This is an optimization exercise on Yosys and OpenROAD, whose aim is small area and a short achievable clock period, not a production implementation.
In this exercise RTL edits were held to simulation tests only and were not proved equivalent to the original.
Power is estimated from default activity; no workload was simulated.

Setup of old:
==> module nested_addr_gen, before the edit <==
module nested_addr_gen (
    input  logic                            clk,
    input  logic                            init_pulse,
    input  logic                            prime,      
    input  copy_types_pkg::addr_pattern_t   pattern,
    input  logic                            step,
    output logic [copy_cfg_pkg::ADDR_W-1:0] addr
);
    localparam int ND = copy_cfg_pkg::NUM_DIMS;
    localparam int AW = copy_cfg_pkg::ADDR_W;
    logic [AW-1:0]          base_q;
    logic [AW-1:0]          back_q;     
    logic [ND-1:0][AW-1:0]  size_q;
    logic [ND-1:0]          tiny_q;     
    logic [ND-1:0][AW-1:0]  cnt_q;      
    logic [ND-1:0]          last_q;     
    logic [ND-1:0]          pen_q;      
    logic [ND-1:0][AW-1:0]  jmp_q;      
    logic [ND-1:0]          jmp_ok;
    logic [ND-1:0]          sel_q;      
    logic [AW-1:0]          jn_q;       
    logic                   okn_q;      
    logic [ND-1:0]          below;      
    logic [ND-1:0]          last_nx;
    logic [ND-1:0]          ok_nx;
    logic [ND-1:0]          sel_nx;
    logic [AW-1:0]          jn_nx;
    logic                   okn_nx;
    logic                   adv;        
    assign adv = step | prime;
    always_comb begin
        logic seen;
        seen = 1'b0;
        for (int d = 0; d < ND; d++) begin
            seen     = seen | sel_q[d];
            below[d] = ~seen;
        end
    end
    always_comb begin
        for (int d = 0; d < ND; d++) begin
            last_nx[d] = last_q[d];
            ok_nx[d]   = jmp_ok[d];
            if (adv) begin
                if (below[d])      last_nx[d] = tiny_q[d];
                else if (sel_q[d]) last_nx[d] = pen_q[d];
                if (sel_q[d])      ok_nx[d]   = 1'b1;
            end
        end
    end
    always_comb begin
        logic carry;
        carry = 1'b1;
        for (int d = 0; d < ND; d++) begin
            sel_nx[d] = carry & ~last_nx[d];
            carry     = carry & last_nx[d];
        end
    end
    always_comb begin
        jn_nx  = '0;
        okn_nx = 1'b0;
        for (int d = 0; d < ND; d++) begin
            jn_nx  = jn_nx | ({AW{sel_nx[d]}} & jmp_q[d]);
            okn_nx = okn_nx | (sel_nx[d] & ok_nx[d]);
        end
    end
    always_ff @(posedge clk) begin
        if (init_pulse) begin
            base_q <= pattern.base;
            size_q <= pattern.size;
            jmp_q  <= pattern.stride;
            jmp_ok <= '0;
            for (int d = 0; d < ND; d++)
                tiny_q[d] <= (pattern.size[d][AW-1:1] == '0);
        end else begin
            last_q <= last_nx;
            jmp_ok <= ok_nx;
            if (adv) begin
                addr   <= (okn_q ? addr : base_q) + jn_q;
                back_q <= (okn_q ? back_q : '0) - jn_q;
                for (int d = 0; d < ND; d++) begin
                    if (below[d]) begin
                        cnt_q[d] <= size_q[d];
                        pen_q[d] <= (size_q[d] == AW'(2));
                    end else if (sel_q[d]) begin
                        cnt_q[d] <= cnt_q[d] - 1'b1;
                        pen_q[d] <= (cnt_q[d] == AW'(3));
                    end
                    if (sel_q[d] & ~jmp_ok[d]) jmp_q[d] <= back_q + jn_q;
                end
            end
        end
    end
    always_ff @(posedge clk) begin
        if (init_pulse) begin
            sel_q <= '0;
            jn_q  <= '0;
            okn_q <= 1'b0;
        end else begin
            sel_q <= sel_nx;
            jn_q  <= jn_nx;
            okn_q <= okn_nx;
        end
    end
endmodule
==> module strided_copy, before the edit <==
module strided_copy #(
    parameter int REQ_W = copy_cfg_pkg::REQ_W_DEFAULT
) (
    input  logic                            clk,
    input  logic                            reset_n,
    input  logic                            init_pulse,
    input  logic [REQ_W-1:0]                areq_num,
    input  logic [copy_cfg_pkg::ADDR_W*(1+2*copy_cfg_pkg::NUM_DIMS)-1:0] rd_pattern,
    input  logic [copy_cfg_pkg::ADDR_W*(1+2*copy_cfg_pkg::NUM_DIMS)-1:0] wr_pattern,
    input  logic [copy_cfg_pkg::DATA_W-1:0] rdata,
    input  logic                            rdata_vld,
    output logic [copy_cfg_pkg::ADDR_W-1:0] rd_req_addr,
    output logic                            rd_req_vld,
    output logic [copy_cfg_pkg::ADDR_W-1:0] wr_addr,
    output logic [copy_cfg_pkg::DATA_W-1:0] wr_data,
    output logic                            wr_vld,
    output logic                            finish
);
    copy_types_pkg::addr_pattern_t   rd_pat;
    copy_types_pkg::addr_pattern_t   wr_pat;
    logic                            prime;     
    always_ff @(posedge clk) begin
        prime <= init_pulse;
    end
    assign rd_pat = rd_pattern;
    assign wr_pat = wr_pattern;
    copy_sequencer #(.REQ_W(REQ_W)) u_seq (
        .clk        (clk)
    ,   .reset_n    (reset_n)
    ,   .init_pulse (init_pulse)
    ,   .areq_num   (areq_num)
    ,   .rdata_vld  (rdata_vld)
    ,   .rd_vld     (rd_req_vld)
    ,   .finish     (finish)
    );
    nested_addr_gen u_rd_gen (
        .clk        (clk)
    ,   .init_pulse (init_pulse)
    ,   .prime      (prime)
    ,   .pattern    (rd_pat)
    ,   .step       (rd_req_vld)
    ,   .addr       (rd_req_addr)
    );
    nested_addr_gen u_wr_gen (
        .clk        (clk)
    ,   .init_pulse (init_pulse)
    ,   .prime      (prime)
    ,   .pattern    (wr_pat)
    ,   .step       (wr_vld)
    ,   .addr       (wr_addr)
    );
    write_stage u_wr_stage (
        .clk        (clk)
    ,   .reset_n    (reset_n)
    ,   .rdata      (rdata)
    ,   .rdata_vld  (rdata_vld)
    ,   .wdata      (wr_data)
    ,   .wvld       (wr_vld)
    );
endmodule
==> flow/config.mk <==
export PLATFORM = sky130hd
export DESIGN_NAME = strided_copy
export DESIGN_NICKNAME = strided_copy
export VERILOG_FILES = /design/flow/design.v
export SDC_FILE = /design/flow/constraint.sdc
export NUM_CORES = 4
export LEC_CHECK = 0
export ABC_CLOCK_PERIOD_IN_PS = 2700
export CAP_MARGIN = 20
export CORE_AREA = 5 5 505 505
export DIE_AREA = 0 0 510 510
export SETUP_SLACK_MARGIN = 2.6
export SLEW_MARGIN = 20
==> flow/constraint.sdc <==
create_clock -name core_clock -period 5.3 [get_ports {clk}]
set_input_delay 1.0600 -clock core_clock [delete_from_list [all_inputs] [get_ports {clk}]]
set_output_delay 1.0600 -clock core_clock [all_outputs]
set_load 0.01 [all_outputs]
standard.sh (not shown) runs the stock make flow with config.mk's settings and CLKGATE_MAP_FILE= SYNTH_SCRIPT=/design/flow/synth_recipe.tcl, a recipe that flattens the netlist after the stock synthesis.
==> flow/flow/run.sh <==
#!/bin/bash
# The standard layout, with two changes: the port buffers are the smallest
# buffer (the resizer upsizes the ones on critical paths), and CTS adds no
# dummy loads. The make output goes to flow.log; ORFS keeps each step's log
# under orfs/logs/.
set -uo pipefail
export BUFFER_PORTS_ARGS="-buffer_cell sky130_fd_sc_hd__buf_1"
export CTS_ARGS="-sink_clustering_enable -repair_clock_nets -dont_use_dummy_load"
bash standard.sh > flow.log 2>&1
old: PASS, flow complete, no timing, DRC or antenna violations
Input changes introduced in new (baseline for comparison: old):
--- a/flow/design.v
+++ b/flow/design.v
@@ -46,52 +46,50 @@
 `default_nettype wire
 `default_nettype none
 module nested_addr_gen (
     input  logic                            clk,
     input  logic                            init_pulse,
-    input  logic                            prime,      
     input  copy_types_pkg::addr_pattern_t   pattern,
     input  logic                            step,
     output logic [copy_cfg_pkg::ADDR_W-1:0] addr
 );
     localparam int ND = copy_cfg_pkg::NUM_DIMS;
     localparam int AW = copy_cfg_pkg::ADDR_W;
     logic [AW-1:0]          base_q;
-    logic [AW-1:0]          back_q;     
     logic [ND-1:0][AW-1:0]  size_q;
-    logic [ND-1:0]          tiny_q;     
     logic [ND-1:0][AW-1:0]  cnt_q;      
     logic [ND-1:0]          last_q;     
-    logic [ND-1:0]          pen_q;      
     logic [ND-1:0][AW-1:0]  jmp_q;      
     logic [ND-1:0]          jmp_ok;
     logic [ND-1:0]          sel_q;      
     logic [AW-1:0]          jn_q;       
     logic                   okn_q;      
     logic [ND-1:0]          below;      
+    logic [ND-1:0]          tiny;      
     logic [ND-1:0]          last_nx;
     logic [ND-1:0]          ok_nx;
     logic [ND-1:0]          sel_nx;
     logic [AW-1:0]          jn_nx;
     logic                   okn_nx;
-    logic                   adv;        
-    assign adv = step | prime;
+    logic [AW-1:0]          nxt;
+    logic [AW-1:0]          new_jmp;
     always_comb begin
         logic seen;
         seen = 1'b0;
         for (int d = 0; d < ND; d++) begin
             seen     = seen | sel_q[d];
             below[d] = ~seen;
+            tiny[d] = (size_q[d][AW-1:1] == '0);
         end
     end
     always_comb begin
         for (int d = 0; d < ND; d++) begin
             last_nx[d] = last_q[d];
             ok_nx[d]   = jmp_ok[d];
-            if (adv) begin
-                if (below[d])      last_nx[d] = tiny_q[d];
-                else if (sel_q[d]) last_nx[d] = pen_q[d];
+            if (step) begin
+                if (below[d])      last_nx[d] = tiny[d];
+                else if (sel_q[d]) last_nx[d] = (cnt_q[d] == AW'(2));
                 if (sel_q[d])      ok_nx[d]   = 1'b1;
             end
         end
     end
     always_comb begin
@@ -108,47 +106,39 @@
         for (int d = 0; d < ND; d++) begin
             jn_nx  = jn_nx | ({AW{sel_nx[d]}} & jmp_q[d]);
             okn_nx = okn_nx | (sel_nx[d] & ok_nx[d]);
         end
     end
+    assign nxt     = (okn_q ? addr : base_q) + jn_q;
+    assign new_jmp = (base_q - addr) + jn_q;
     always_ff @(posedge clk) begin
         if (init_pulse) begin
             base_q <= pattern.base;
+            addr   <= pattern.base;
             size_q <= pattern.size;
+            cnt_q  <= pattern.size;
             jmp_q  <= pattern.stride;
             jmp_ok <= '0;
             for (int d = 0; d < ND; d++)
-                tiny_q[d] <= (pattern.size[d][AW-1:1] == '0);
+                last_q[d] <= (pattern.size[d][AW-1:1] == '0);
         end else begin
             last_q <= last_nx;
             jmp_ok <= ok_nx;
-            if (adv) begin
-                addr   <= (okn_q ? addr : base_q) + jn_q;
-                back_q <= (okn_q ? back_q : '0) - jn_q;
+            if (step) begin
+                addr <= nxt;
                 for (int d = 0; d < ND; d++) begin
-                    if (below[d]) begin
-                        cnt_q[d] <= size_q[d];
-                        pen_q[d] <= (size_q[d] == AW'(2));
-                    end else if (sel_q[d]) begin
-                        cnt_q[d] <= cnt_q[d] - 1'b1;
-                        pen_q[d] <= (cnt_q[d] == AW'(3));
-                    end
-                    if (sel_q[d] & ~jmp_ok[d]) jmp_q[d] <= back_q + jn_q;
+                    if (below[d])      cnt_q[d] <= size_q[d];
+                    else if (sel_q[d]) cnt_q[d] <= cnt_q[d] - 1'b1;
+                    if (sel_q[d] & ~jmp_ok[d]) jmp_q[d] <= new_jmp;
                 end
             end
         end
     end
     always_ff @(posedge clk) begin
-        if (init_pulse) begin
-            sel_q <= '0;
-            jn_q  <= '0;
-            okn_q <= 1'b0;
-        end else begin
-            sel_q <= sel_nx;
-            jn_q  <= jn_nx;
-            okn_q <= okn_nx;
-        end
+        sel_q <= sel_nx;
+        jn_q  <= jn_nx;
+        okn_q <= okn_nx;
     end
 endmodule
 `default_nettype wire
 `default_nettype none
 module copy_sequencer #(
@@ -237,14 +227,10 @@
     output logic                            wr_vld,
     output logic                            finish
 );
     copy_types_pkg::addr_pattern_t   rd_pat;
     copy_types_pkg::addr_pattern_t   wr_pat;
-    logic                            prime;     
-    always_ff @(posedge clk) begin
-        prime <= init_pulse;
-    end
     assign rd_pat = rd_pattern;
     assign wr_pat = wr_pattern;
     copy_sequencer #(.REQ_W(REQ_W)) u_seq (
         .clk        (clk)
     ,   .reset_n    (reset_n)
@@ -255,19 +241,17 @@
     ,   .finish     (finish)
     );
     nested_addr_gen u_rd_gen (
         .clk        (clk)
     ,   .init_pulse (init_pulse)
-    ,   .prime      (prime)
     ,   .pattern    (rd_pat)
     ,   .step       (rd_req_vld)
     ,   .addr       (rd_req_addr)
     );
     nested_addr_gen u_wr_gen (
         .clk        (clk)
     ,   .init_pulse (init_pulse)
-    ,   .prime      (prime)
     ,   .pattern    (wr_pat)
     ,   .step       (wr_vld)
     ,   .addr       (wr_addr)
     );
     write_stage u_wr_stage (
### Flow results
- On switching power summed over all nets, new does worse than old.
- Via count: new vs old up about 0.6%
- old vs new, capturing element of the worst setup path: u_rd_gen.addr[13] vs u_rd_gen.jmp_q[63]
- new vs old — synthesized cell count climbed by a few percent
- Going from old to new, setup slack went down 0.40 ns, global-route usage fell by 0.57 points, area of the mapped netlist went down by about 3.4%, final routed wirelength across all metal layers now sits lower.
- Layout overhead on the synthesized area ends up lower on old.
- Diff old -> new | total of fill cells in the finished design | decrease of 0.52%
- When new is set beside old, its fraction of layout cells with a size suffix above 1 turns out to be 4.3 points larger.

static timing again, ports no longer ideal:
The results above use ideal ports. As a check the final layouts listed here were re-extracted and re-timed, cells and wires unchanged.
Step 1 assumes that a clkbuf_16 drives the clock port and a buf_2 every other input.
Step 2 moves the port delays by t, midway between the first and last clock arrival at a register: inputs arrive t later, outputs are due t later. That takes back most of the time a late clock gives input paths.
Slacks: ideal ports / drivers / drivers and shift; pairs: ideal ports / drivers.
run | t (ns) | setup WS [ns] | clock arrival spread, ns
old | 0.873 | 2.552 / 2.494 / 1.715 | 0.113 / 0.112
new | 0.864 | 2.149 / 2.149 / 1.821 | 0.141 / 0.142
After both steps every run listed still meets setup and hold. For old, which loses most, drivers alone change the setup slack by -0.058 ns; drivers and shift together by -0.837 ns.
